Background: an optimization exercise with open tools, aiming at small area. Do not read the settings as production practice.
The RTL was checked by simulation tests, not by an equivalence proof against the original design.
The clock port is modelled as an ideal driver; clocking choices that lean on that would not hold on a real chip.
No activity file was given, so power comes from the tool's default toggle rates.

==> run a: inputs <==
==> flow/design.v <==
`timescale 1ns/1ns
module cpu_top (
    input  logic        clk,
    input  logic        rst,
    input  logic [15:0] mem_rdata,
    output logic [15:0] mem_addr,
    output logic [15:0] mem_wdata,
    output logic        mem_we,
    output logic        halted
);
    logic [3:0]        ph;      
    logic              init;    
    logic [11:0]       ir;      
    logic [7:0][15:0]  regs;
    logic [15:0]       pc;
    logic              pcc;     
    logic [13:0]       mar;
    logic [13:0]       mdr;
    logic              zf, cf;
    wire pb = ph[3];
    wire c0 = (ph[2:0] == 3'd0);
    wire [5:0] op = ir[11:6];
    wire [2:0] rx = ir[5:3];
    wire [2:0] ry = ir[2:0];
    wire lo   = ~op[5] & ~op[4];                  
    wire i_halt = (op == 6'd0);
    wire i_cmp  = (op == 6'd16);
    wire i_alu  = (lo & ((op[3:0] == 4'd4) | (op[3:0] == 4'd7) | (op[3:0] == 4'd8) |
                         (op[3:0] == 4'd9) | (op[3:0] == 4'd10) | (op[3:0] == 4'd12))) | i_cmp;
    wire hi   = (op[5:3] == 3'b100);             
    wire i_mov  = hi & (op[2:0] == 3'd0);
    wire i_ld   = hi & (op[2:0] == 3'd1);
    wire i_ldi  = hi & (op[2:0] == 3'd3);
    wire i_st   = hi & (op[2:0] == 3'd5);
    wire i_jmp  = (op == 6'd23);
    wire i_jcc  = (op[5:2] == 4'b0110);           
    wire i_wr   = (i_alu & ~op[4]) | i_mov | i_ld | i_ldi;
    wire cond   = (op[1] ? cf : zf) ^ op[0];
    wire i_jt   = i_jmp | (i_jcc & cond);
    wire i_jn   = i_jcc & ~cond;
    wire i_ari  = op[4] | (op[3] & (op[2] | op[1]));    
    wire i_subm = op[4] | op[2];                         
    wire [1:0] px = regs[rx][1:0];
    wire [1:0] py = regs[ry][1:0];
    wire [1:0] dat = c0 ? mem_rdata[1:0] : mdr[1:0];
    wire cin = c0 ? 1'b0 : cf;
    wire a0  = px[0] ^ i_subm;
    wire k0  = (a0 & py[0]) | (a0 & cin) | (py[0] & cin);
    wire a1  = px[1] ^ i_subm;
    wire k1  = (a1 & py[1]) | (a1 & k0) | (py[1] & k0);
    wire t0 = ~op[5] & ~op[4] & ~op[3] & ~op[0];                     
    wire t1 = op[5] | op[4] | op[3] | ~op[0];                        
    wire t2 = ~op[5] & (op[4] | op[3]);                              
    wire t3 = op[5] | (~op[4] & ~op[3] & op[0]) | (op[3] & ~op[2] & ~op[1] & ~op[0]);   
    wire [3:0] tt = {t3, t2, t1, t0};
    wire [1:0] lg = {tt[{px[1], py[1]}], tt[{px[0], py[0]}]};
    wire [1:0] res = (op[5] & op[0]) ? dat : (lg ^ ({k0, cin} & {2{i_ari}}));
    wire [1:0] wd = init ? 2'b00 : res;
    wire inc   = pb ? (i_ldi | i_jn) : 1'b1;
    wire pcin  = c0 ? inc : pcc;
    wire q0    = pc[0] ^ pcin;
    wire kq    = pc[0] & pcin;
    wire q1    = pc[1] ^ kq;
    wire [1:0] pc_new = init ? 2'b00 : ((pb & i_jt) ? dat : {q1, q0});
    wire       i_m  = hi & ~op[1] & op[0];           
    wire       mrg  = ~pb & i_m;
    wire [1:0] pa   = op[2] ? px : py;            
    always_ff @(posedge clk or posedge rst) begin
        if (rst)
            ir[6] <= 1'b1;
        else if (!pb && c0 && !i_halt)
            ir[6] <= mem_rdata[10];
    end
    always_ff @(posedge clk or posedge rst) begin
        if (rst) begin
            ph     <= 4'b1000;
            init   <= 1'b1;
            zf     <= 1'b0;
            cf     <= 1'b0;
        end else begin
            ph <= ph + 4'd1;
            if (ph == 4'b1111)
                init <= 1'b0;
            if (!init && pb && i_alu) begin
                zf <= (c0 | zf) & (res == 2'b00);
                cf <= i_ari & k1;
            end
        end
    end
    always_ff @(posedge clk) begin
        for (int r = 0; r < 8; r++) begin
            if (init || (pb && i_wr && rx == 3'(r)))
                regs[r] <= {wd, regs[r][15:2]};
            else
                regs[r] <= {regs[r][1:0], regs[r][15:2]};
        end
        pc  <= {pc_new, pc[15:2]};
        pcc <= pc[1] & kq;
        mar <= {(mrg ? pa : pc_new), mar[13:2]};
        if (c0)
            mdr <= mem_rdata[15:2];
        else
            mdr <= {py, mdr[13:2]};
        if (!pb && c0 && !i_halt)
            ir[11:7] <= mem_rdata[15:11];
        if (!pb && c0 && !i_halt)
            ir[5:0] <= mem_rdata[9:4];
    end
    assign mem_addr  = {mar, (pb & i_m) ? pa : pc[1:0]};
    assign mem_wdata = {mdr, py};
    assign mem_we    = pb & c0 & i_st & ~init;
    assign halted    = i_halt;
endmodule
==> flow/flow/run.sh <==
#!/bin/bash
# The standard layout, with four changes:
#  - synthesis maps logic with an area-oriented abc script (flow/area.abc)
#  - ports are buffered with buf_1
#  - the clock tree is built from clkbuf_4 with no dummy loads, then each
#    clock buffer whose flip-flops see a slow clock edge is upsized
#    (flow/fixclk.tcl, run at the end of the cts step)
set -e
F=$PWD/flow
export MY_ABC_SCRIPT=$F/area.abc
export FLOW_SYNTH=$PWD/synth_recipe.tcl
sed "s#SYNTH_SCRIPT=[^ ]*#SYNTH_SCRIPT=$F/my_synth.tcl#" standard.sh > my_standard.sh
export BUFFER_PORTS_ARGS="-buffer_cell sky130_fd_sc_hd__buf_1"
export CTS_ARGS="-sink_clustering_enable -repair_clock_nets -dont_use_dummy_load -buf_list sky130_fd_sc_hd__clkbuf_4"
export POST_CTS_TCL=$F/fixclk.tcl
export CLK_SLEW_LIM=0.108
bash my_standard.sh > standard.log 2>&1
==> flow/flow/area.abc <==
strash
dc2
dch -f
amap -F 20 -A 30
==> flow/flow/fixclk.tcl <==
# (sourced by ORFS cts.tcl through POST_CTS_TCL)
set_propagated_clock [all_clocks]
estimate_parasitics -placement
# Upsize, one step at a time, each clock buffer whose flip-flop sinks see a
# clock edge slower than the limit.
set lim [expr {[info exists ::env(CLK_SLEW_LIM)] ? $::env(CLK_SLEW_LIM) : 0.115}]
set sizes {sky130_fd_sc_hd__clkbuf_1 sky130_fd_sc_hd__clkbuf_2 sky130_fd_sc_hd__clkbuf_4 sky130_fd_sc_hd__clkbuf_8 sky130_fd_sc_hd__clkbuf_16}
for {set pass 0} {$pass < 8} {incr pass} {
  set todo {}
  foreach p [get_pins -hierarchical */CLK] {
    if {[get_property $p slew_max] > $lim} {
      set net [get_nets -of_objects $p]
      foreach d [get_pins -of_objects $net -filter "direction==output"] {
        set nm [get_full_name [get_cells -of_objects $d]]
        if {[lsearch $todo $nm] < 0} { lappend todo $nm }
      }
    }
  }
  if {[llength $todo] == 0} break
  set changed 0
  foreach nm $todo {
    set inst [get_cells $nm]
    set i [lsearch $sizes [get_property $inst ref_name]]
    if {$i >= 0 && $i < [llength $sizes] - 1} {
      set to [lindex $sizes [expr {$i + 1}]]
      puts "clock slew fix: $nm -> $to"
      replace_cell $inst $to
      set changed 1
    }
  }
  if {!$changed} break
  detailed_placement
  estimate_parasitics -placement
}
==> flow/flow/my_synth.tcl <==
# The standard flow's synthesis, with an area-oriented abc script in place of ORFS's
proc abc {args} {
  set out {}
  set skip 0
  foreach a $args {
    if {$skip} { set skip 0; continue }
    if {$a eq "-script" || $a eq "-D"} { set skip 1; continue }
    lappend out $a
  }
  yosys abc -script $::env(MY_ABC_SCRIPT) {*}$out
}
source $::env(FLOW_SYNTH)
==> flow/standard.sh <==
#!/bin/bash
# synth_recipe.tcl (not shown) runs the flow's synth.tcl, then flattens the netlist and writes it again
# the make line also repeats each setting of config.mk as NAME=value (left out here)
make -C /OpenROAD-flow-scripts/flow DESIGN_CONFIG=/design/flow/config.mk WORK_HOME=/design/flow/orfs CLKGATE_MAP_FILE= SYNTH_SCRIPT=/design/flow/synth_recipe.tcl "${@:-finish}"
==> flow/config.mk <==
export PLATFORM = sky130hd
export DESIGN_NAME = cpu_top
export DESIGN_NICKNAME = cpu_top
export VERILOG_FILES = /design/flow/design.v
export SDC_FILE = /design/flow/constraint.sdc
export NUM_CORES = 4
export LEC_CHECK = 0
export CAP_MARGIN = 20
export CORE_MARGIN = 2
export CORE_UTILIZATION = 70
export SLEW_MARGIN = 20
==> flow/constraint.sdc <==
create_clock -name core_clock -period 7.0 [get_ports {clk}]
set_input_delay 1.4000 -clock core_clock [delete_from_list [all_inputs] [get_ports {clk}]]
set_output_delay 1.4000 -clock core_clock [all_outputs]
set_load 0.01 [all_outputs]
==> run b: changes against run a <==
- CORE_UTILIZATION: 70 -> 80
==> run c: changes against run a <==
--- a/flow/design.v
+++ b/flow/design.v
@@ -42,2 +42,7 @@
     wire i_subm = op[4] | op[2];                         
+    wire i_and  = ~op[3] & op[0];                        
+    wire i_not  = ~op[3] & ~op[0];
+    wire i_or   = op[3] & ~op[0];
+    wire i_xor  = op[3] & op[0];
+    wire i_dat  = op[5] & op[0];                         
     wire [1:0] px = regs[rx][1:0];
@@ -46,13 +51,17 @@
     wire cin = c0 ? 1'b0 : cf;
+    wire s0  = px[0] ^ py[0] ^ cin;
     wire a0  = px[0] ^ i_subm;
     wire k0  = (a0 & py[0]) | (a0 & cin) | (py[0] & cin);
+    wire s1  = px[1] ^ py[1] ^ k0;
     wire a1  = px[1] ^ i_subm;
     wire k1  = (a1 & py[1]) | (a1 & k0) | (py[1] & k0);
-    wire t0 = ~op[5] & ~op[4] & ~op[3] & ~op[0];                     
-    wire t1 = op[5] | op[4] | op[3] | ~op[0];                        
-    wire t2 = ~op[5] & (op[4] | op[3]);                              
-    wire t3 = op[5] | (~op[4] & ~op[3] & op[0]) | (op[3] & ~op[2] & ~op[1] & ~op[0]);   
-    wire [3:0] tt = {t3, t2, t1, t0};
-    wire [1:0] lg = {tt[{px[1], py[1]}], tt[{px[0], py[0]}]};
-    wire [1:0] res = (op[5] & op[0]) ? dat : (lg ^ ({k0, cin} & {2{i_ari}}));
+    logic [1:0] res;
+    always_comb begin
+        if (op[5])      res = op[0] ? dat : py;    
+        else if (i_ari) res = {s1, s0};
+        else if (i_not) res = ~px;
+        else if (i_and) res = px & py;
+        else if (i_or)  res = px | py;
+        else            res = px ^ py;
+    end
     wire [1:0] wd = init ? 2'b00 : res;
@@ -68,8 +77,2 @@
     always_ff @(posedge clk or posedge rst) begin
-        if (rst)
-            ir[6] <= 1'b1;
-        else if (!pb && c0 && !i_halt)
-            ir[6] <= mem_rdata[10];
-    end
-    always_ff @(posedge clk or posedge rst) begin
         if (rst) begin
@@ -77,2 +80,3 @@
             init   <= 1'b1;
+            halted <= 1'b0;
             zf     <= 1'b0;
@@ -83,2 +87,4 @@
                 init <= 1'b0;
+            if (!init && pb && i_halt)
+                halted <= 1'b1;
             if (!init && pb && i_alu) begin
@@ -103,6 +109,4 @@
             mdr <= {py, mdr[13:2]};
-        if (!pb && c0 && !i_halt)
-            ir[11:7] <= mem_rdata[15:11];
-        if (!pb && c0 && !i_halt)
-            ir[5:0] <= mem_rdata[9:4];
+        if (!pb && c0)
+            ir <= mem_rdata[15:4];
     end
@@ -110,4 +114,3 @@
     assign mem_wdata = {mdr, py};
-    assign mem_we    = pb & c0 & i_st & ~init;
-    assign halted    = i_halt;
+    assign mem_we    = pb & c0 & i_st & ~init & ~halted;
 endmodule
==> flow/flow/run.sh (replaced) <==
#!/bin/bash
# The standard layout, with three changes:
#  - synthesis maps logic with an area-oriented abc script (flow/area.abc)
#  - ports are buffered with buf_1
#  - the clock tree uses clkbuf_8 and no dummy loads
set -e
F=$PWD/flow
export MY_ABC_SCRIPT=$F/area.abc
export FLOW_SYNTH=$PWD/synth_recipe.tcl
sed "s#SYNTH_SCRIPT=[^ ]*#SYNTH_SCRIPT=$F/my_synth.tcl#" standard.sh > my_standard.sh
export BUFFER_PORTS_ARGS="-buffer_cell sky130_fd_sc_hd__buf_1"
export CTS_ARGS="-sink_clustering_enable -repair_clock_nets -dont_use_dummy_load -buf_list sky130_fd_sc_hd__clkbuf_8"
bash my_standard.sh > standard.log 2>&1
removed: flow/flow/fixclk.tcl
==> qor summary <==
item	run a	run c	run b
Multi-input combinational cell area	1020 um2	1069 um2	1020 um2
Period utilisation layout	0.5880	0.5967	0.6101
Avg Vias per Cell	5.592	5.799	6.552
Switching power	0.3447 mW	0.3554 mW	0.3884 mW
Latest clock arrival within the worst-skew pair	0.55 ns	0.45 ns	0.57 ns
Startpoint of the most critical hold path	regs[94]$_DFF_P_	regs[55]$_DFF_P_	regs[111]$_DFF_P_
Die footprint	8119 um2	8246 um2	7148 um2
Starting utilization of the core area	0.7194	0.7234	0.8220
Critical-path maximum fanout	9	9	6
Routability-driven placement congestion ratio	0.9050	0.9202	0.9726
Average routed wire per standard cell	16.85 um	17.98 um	23.29 um
Wire length after detailed routing	9707 um	10370 um	12900 um
Total power divided by cell area	290.9 nW/um2	293.5 nW/um2	298.6 nW/um2
Pre-CTS setup slack	3.474 ns	3.122 ns	3.553 ns
Area share of fa/ha/maj cells after synthesis	0.009643	0.01898	0.009643
Final core utilization	0.7912	0.7987	0.8979
Largest clock skew in the final design	0.03031 ns	0.03161 ns	0.04198 ns
Share of post-route cells with drive strength above 1	0.04403	0.03975	0.04403
Outcome	finished clean	finished clean	finished clean
Fraction of synthesis flops using an asynchronous set or reset pin	0.04167	0.04145	0.04167
Portion of the layout cell area used by clock cells	0.03420	0.04017	0.03244
Clock transition at the registers of the reported paths	0.10 ns	0.10 ns	0.12 ns

port drivers added, routing unchanged:
How much do the figures lean on ideal ports? The routed layouts below were timed once more, with nothing changed but the port constraints. Step 1 (the two cells are an assumption about what drives the block):
set clk [get_ports {clk}]
set_driving_cell -lib_cell sky130_fd_sc_hd__clkbuf_16 $clk
set_driving_cell -lib_cell sky130_fd_sc_hd__buf_2 [delete_from_list [all_inputs] $clk]
Step 2 times the ports against the registers' clock, not the clock port: input delays grow and output delays shrink by t, the midpoint of the rising clock arrivals with the driver on. Slacks: ideal / step 1 / step 2; pairs: ideal / step 1.
| run | shift t [ns] | slack for setup (ns) | cell pins on the clock port's net |
|---|---|---|---|
| run a | 0.569 | 2.884 / 2.850 / 3.419 | 1 |
| run b | 0.576 | 2.729 / 2.697 / 3.273 | 1 |
| run c | 0.463 | 2.823 / 2.790 / 3.024 | 1 |
After both steps setup and hold are still met in every run listed.
